From an optimization exercise on the open Yosys and OpenROAD flow, aimed at small area, a short achievable clock period and few clock cycles per item; shortcuts taken in it are not production practice.
Function was checked by simulation only, so behaviour that the tests miss may differ from the original.

==> job 2978: inputs <==
// ooo_core
module ooo_core (
  input  logic        clk,
  input  logic        rst,
  input  logic        i_valid,
  input  logic [4:0]  i_uop_rd,
  input  logic [4:0]  i_uop_rs1,
  input  logic [4:0]  i_uop_rs2,
  input  logic [2:0]  i_uop_op,
  input  logic        i_uop_use_imm,
  input  logic [31:0] i_uop_imm,
  output logic        o_ready,
  output logic        o_commit_valid,
  output logic [4:0]  o_commit_rd,
  output logic [31:0] o_commit_data
);
  assign o_ready = 1'b1;
  logic        i_v;           
  logic        i_w;           
  logic [4:0]  i_rd;
  logic [31:1] i_rsel1;       
  logic [31:1] i_rsel2;
  logic        i_fwd1;        
  logic        i_fwd2;
  logic [2:0]  i_op;
  logic        i_sub;         
  logic        i_imm_sel;
  logic [31:0] i_imm;
  logic        e_v;
  logic        e_w;
  logic [4:0]  e_rd;
  logic        e_sub;
  logic [6:0]  e_sel;
  logic [31:0] e_a;
  logic [31:0] e_bx;          
  logic [4:0]  e_shamt;       
  logic        c_v;
  logic [4:0]  c_rd;
  logic [31:0] c_data;
  logic        o_v;
  logic [4:0]  o_rd;
  logic [31:0] o_data;
  always_ff @(posedge clk) begin
    i_rd      <= i_uop_rd;
    i_op      <= i_uop_op;
    i_sub     <= (i_uop_op == 3'd1) || (i_uop_op == 3'd7);
    i_imm_sel <= i_uop_use_imm;
  ...
==> module ooo_core, before the edit <==
module ooo_core (
  input  logic        clk,
  input  logic        rst,
  input  logic        i_valid,
  input  logic [4:0]  i_uop_rd,
  input  logic [4:0]  i_uop_rs1,
  input  logic [4:0]  i_uop_rs2,
  input  logic [2:0]  i_uop_op,
  input  logic        i_uop_use_imm,
  input  logic [31:0] i_uop_imm,
  output logic        o_ready,
  output logic        o_commit_valid,
  output logic [4:0]  o_commit_rd,
  output logic [31:0] o_commit_data
);
  assign o_ready = 1'b1;
  logic        i_v;           
  logic        i_w;           
  logic [4:0]  i_rd;
  logic [31:1] i_rsel1;       
  logic [31:1] i_rsel2;
  logic        i_fwd1;        
  logic        i_fwd2;
  logic [2:0]  i_op;
  logic        i_sub;         
  logic        i_imm_sel;
  logic [31:0] i_imm;
  logic        e_v;
  logic        e_w;
  logic [4:0]  e_rd;
  logic        e_sub;
  logic [6:0]  e_sel;
  logic [31:0] e_a;
  logic [31:0] e_bx;          
  logic [4:0]  e_shamt;       
  logic        c_v;
  logic [4:0]  c_rd;
  logic [31:0] c_data;
  logic        o_v;
  logic [4:0]  o_rd;
  logic [31:0] o_data;
  always_ff @(posedge clk) begin
    i_rd      <= i_uop_rd;
    i_op      <= i_uop_op;
    i_sub     <= (i_uop_op == 3'd1) || (i_uop_op == 3'd7);
    i_imm_sel <= i_uop_use_imm;
    i_imm     <= i_uop_imm;
    for (int r = 1; r < 32; r++) begin
      i_rsel1[r] <= (i_uop_rs1 == 5'(r));
      i_rsel2[r] <= (i_uop_rs2 == 5'(r)) && !i_uop_use_imm;
    end
    i_fwd1    <= i_w && (i_uop_rs1 == i_rd);
    i_fwd2    <= i_w && (i_uop_rs2 == i_rd);
    if (rst) begin
      i_v <= 1'b0;
      i_w <= 1'b0;
    end else begin
      i_v <= i_valid;
      i_w <= i_valid && (i_uop_rd != 5'd0);
    end
  end
  logic        rst_q;
  always_ff @(posedge clk) rst_q <= rst;
  logic [31:0] rf_a, rf_b, alu_out;
  logic [31:0] fwd_a, fwd_b;
  ooo_regfile regfile_i (
    .clk      (clk),
    .i_clr    (rst_q),
    .i_we     (e_w),
    .i_waddr  (e_rd),
    .i_wdata  (alu_out),
    .i_rsel1  (i_rsel1),
    .i_rsel2  (i_rsel2),
    .o_rdata1 (rf_a),
    .o_rdata2 (rf_b)
  );
  always_comb begin
    if (i_fwd1)         fwd_a = alu_out;
    else                fwd_a = rf_a;
    if (i_imm_sel)      fwd_b = i_imm;
    else if (i_fwd2)    fwd_b = alu_out;
    else                fwd_b = rf_b;
  end
  always_ff @(posedge clk) begin
    e_rd    <= i_rd;
    e_sub   <= i_sub;
    e_sel   <= {i_op == 3'd7, i_op == 3'd6, i_op == 3'd5, i_op == 3'd4,
                i_op == 3'd3, i_op == 3'd2, i_op[2:1] == 2'd0} & {7{i_w}};
    e_a     <= fwd_a;
    e_bx    <= fwd_b ^ {32{i_sub}};
    e_shamt <= fwd_b[4:0];
    if (rst) begin
      e_v <= 1'b0;
      e_w <= 1'b0;
    end else begin
      e_v <= i_v;
      e_w <= i_w;
    end
  end
  ooo_alu alu_i (
    .i_sub    (e_sub),
    .i_sel    (e_sel),
    .i_a      (e_a),
    .i_bx     (e_bx),
    .i_shamt  (e_shamt),
    .o_result (alu_out)
  );
  always_ff @(posedge clk) begin
    c_rd   <= e_rd & {5{e_v}};
    c_data <= alu_out & {32{e_v}};
    if (rst) c_v <= 1'b0;
    else     c_v <= e_v;
  end
  always_ff @(posedge clk) begin
    o_rd   <= c_rd;
    o_data <= c_data;
    if (rst) o_v <= 1'b0;
    else     o_v <= c_v;
  end
  assign o_commit_valid = o_v;
  assign o_commit_rd    = o_rd;
  assign o_commit_data  = o_data;
endmodule
Settings: LEC_CHECK=0, CAP_MARGIN=20, CORE_MARGIN=2, CORE_UTILIZATION=45, CTS_CLUSTER_DIAMETER=80, CTS_CLUSTER_SIZE=20, GPL_ROUTABILITY_DRIVEN=1, GPL_TIMING_DRIVEN=1, PLACE_DENSITY=0.6, SLEW_MARGIN=20; clock period 12.0 ns.
standard.sh (not shown) runs the stock make flow with config.mk's settings and CLKGATE_MAP_FILE= SYNTH_SCRIPT=/design/flow/synth_recipe.tcl, a recipe that flattens the netlist after the stock synthesis.
==> flow/flow/run.sh <==
#!/bin/bash
# The standard layout (standard.sh, standard synthesis unchanged) with two
# changes to how the layout is optimised; the constraints are not changed:
#  - the buffer put on every input and output port is buf_4 instead of the
#    delay cell that buffer_ports picks by default.
set -o pipefail
bash standard.sh SETUP_SLACK_MARGIN=8.5 \
  "BUFFER_PORTS_ARGS=-buffer_cell sky130_fd_sc_hd__buf_4" finish > standard.log 2>&1
==> job 4428 (differences from job 2978) <==
--- a/flow/design.v
+++ b/flow/design.v
@@ -103,4 +103,6 @@
   logic [31:1] i_rsel2;
-  logic        i_fwd1;        
-  logic        i_fwd2;
+  logic        i_fwd1_e;      
+  logic        i_fwd1_c;      
+  logic        i_fwd2_e;
+  logic        i_fwd2_c;
   logic [2:0]  i_op;
@@ -118,2 +120,3 @@
   logic        c_v;
+  logic        c_w;
   logic [4:0]  c_rd;
@@ -133,4 +136,6 @@
     end
-    i_fwd1    <= i_w && (i_uop_rs1 == i_rd);
-    i_fwd2    <= i_w && (i_uop_rs2 == i_rd);
+    i_fwd1_e  <= i_w && (i_uop_rs1 == i_rd);
+    i_fwd1_c  <= e_w && (i_uop_rs1 == e_rd);
+    i_fwd2_e  <= i_w && (i_uop_rs2 == i_rd);
+    i_fwd2_c  <= e_w && (i_uop_rs2 == e_rd);
     if (rst) begin
@@ -150,5 +155,5 @@
     .i_clr    (rst_q),
-    .i_we     (e_w),
-    .i_waddr  (e_rd),
-    .i_wdata  (alu_out),
+    .i_we     (c_w),
+    .i_waddr  (c_rd),
+    .i_wdata  (c_data),
     .i_rsel1  (i_rsel1),
@@ -159,6 +164,8 @@
   always_comb begin
-    if (i_fwd1)         fwd_a = alu_out;
+    if (i_fwd1_e)       fwd_a = alu_out;
+    else if (i_fwd1_c)  fwd_a = c_data;
     else                fwd_a = rf_a;
     if (i_imm_sel)      fwd_b = i_imm;
-    else if (i_fwd2)    fwd_b = alu_out;
+    else if (i_fwd2_e)  fwd_b = alu_out;
+    else if (i_fwd2_c)  fwd_b = c_data;
     else                fwd_b = rf_b;
@@ -192,4 +199,9 @@
     c_data <= alu_out & {32{e_v}};
-    if (rst) c_v <= 1'b0;
-    else     c_v <= e_v;
+    if (rst) begin
+      c_v <= 1'b0;
+      c_w <= 1'b0;
+    end else begin
+      c_v <= e_v;
+      c_w <= e_w;
+    end
   end
==> flow/run.sh (new file) <==
#!/bin/bash
# synth_recipe.tcl (not shown) runs the flow's synth.tcl, then flattens the netlist and writes it again
# the make line also repeats each setting of config.mk as NAME=value (left out here)
make -C /OpenROAD-flow-scripts/flow DESIGN_CONFIG=/design/flow/config.mk WORK_HOME=/design/flow/orfs CLKGATE_MAP_FILE= SYNTH_SCRIPT=/design/flow/synth_recipe.tcl finish
--- a/flow/config.mk
+++ b/flow/config.mk
@@ -15,2 +15,3 @@
 export PLACE_DENSITY = 0.6
+export SETUP_SLACK_MARGIN = 5
 export SLEW_MARGIN = 20
removed: flow/flow/run.sh
removed: flow/standard.sh
==> impl_metrics.py <==
metrics = {
    "global_route": {
        "grt_use_met3": 0.188,
    },
    "setup_path": {
        "crit_start": "o_rd[3]$_DFF_P_",
        "critPathArrivalTime_ps": 1150,
    },
    "outcome": {
        "outcome": "complete, no violations",
    },
    "floorplan": {
        "die_area_mm2": 0.125,
    },
    "power_and_ir_drop": {
        "switching_share": 0.289,
        "p_comb_frac": 0.156,
        "comb_cell_power_mw": 1.50,
    },
    "layout": {
        "multi_input_area_share": 0.312,
        "multi_input_area_mm2": 0.0193,
    },
    "route": {
        "dr_wl_met3_um": 47200,
    },
    "logic_synthesis": {
        "avgSynthCellArea_um2": 13.5,
        "synth_xor_area_frac": 0.00828,
    },
}
the above is filed under job 2978

==> impl_metrics.py <==
metrics = {
    "layout": {
        "multi_input_area_share": 0.313,
    },
    "route": {
        "dr_wl_met3_um": 46300,
    },
    "power_and_ir_drop": {
        "switching_share": 0.286,
    },
    "outcome": {
        "outcome": "complete, no violations",
    },
    "setup_path": {
        "critPathArrivalTime_ps": 5080,
    },
    "logic_synthesis": {
        "synth_xor_area_frac": 0.0102,
        "avgSynthCellArea_um2": 13.4,
    },
}
the above is filed under job 4428

Testbench counts of job 2978, summed over its fixed seeds: cycles 6,432, items 6,400.
Testbench counts of job 4428, summed over its fixed seeds: cycles 6,432, items 6,400.

==> afterwards: timing with drivers on the ports <==
No port has a modelled driver above. Below, the same layouts with a new extraction and two added sets of constraints. Step 1: set_driving_cell puts a clkbuf_16 on clk and a buf_2 on each other input, an assumption about the parent block. Step 2 also shifts input and output timing later by t, the mid clock arrival at the registers, as if the neighbouring blocks saw the same clock. Slacks: ideal / step 1 / step 2; pairs: ideal / step 1.
| run | t, ns | setup WS [ns] | hold WS [ns] | latest minus earliest clock arrival (ns) | worst register clock-pin slew, ns |
|---|---|---|---|---|---|
| job 2978 | 0.779 | 8.449 / 8.375 / 8.457 | 0.317 / 0.317 / 0.317 | 0.032 / 0.032 | 0.10 / 0.10 |
| job 4428 | 0.785 | 7.561 / 7.561 / 7.561 | 0.364 / 0.364 / 0.364 | 0.063 / 0.063 | 0.10 / 0.10 |
After both steps setup and hold are still met in every run listed.
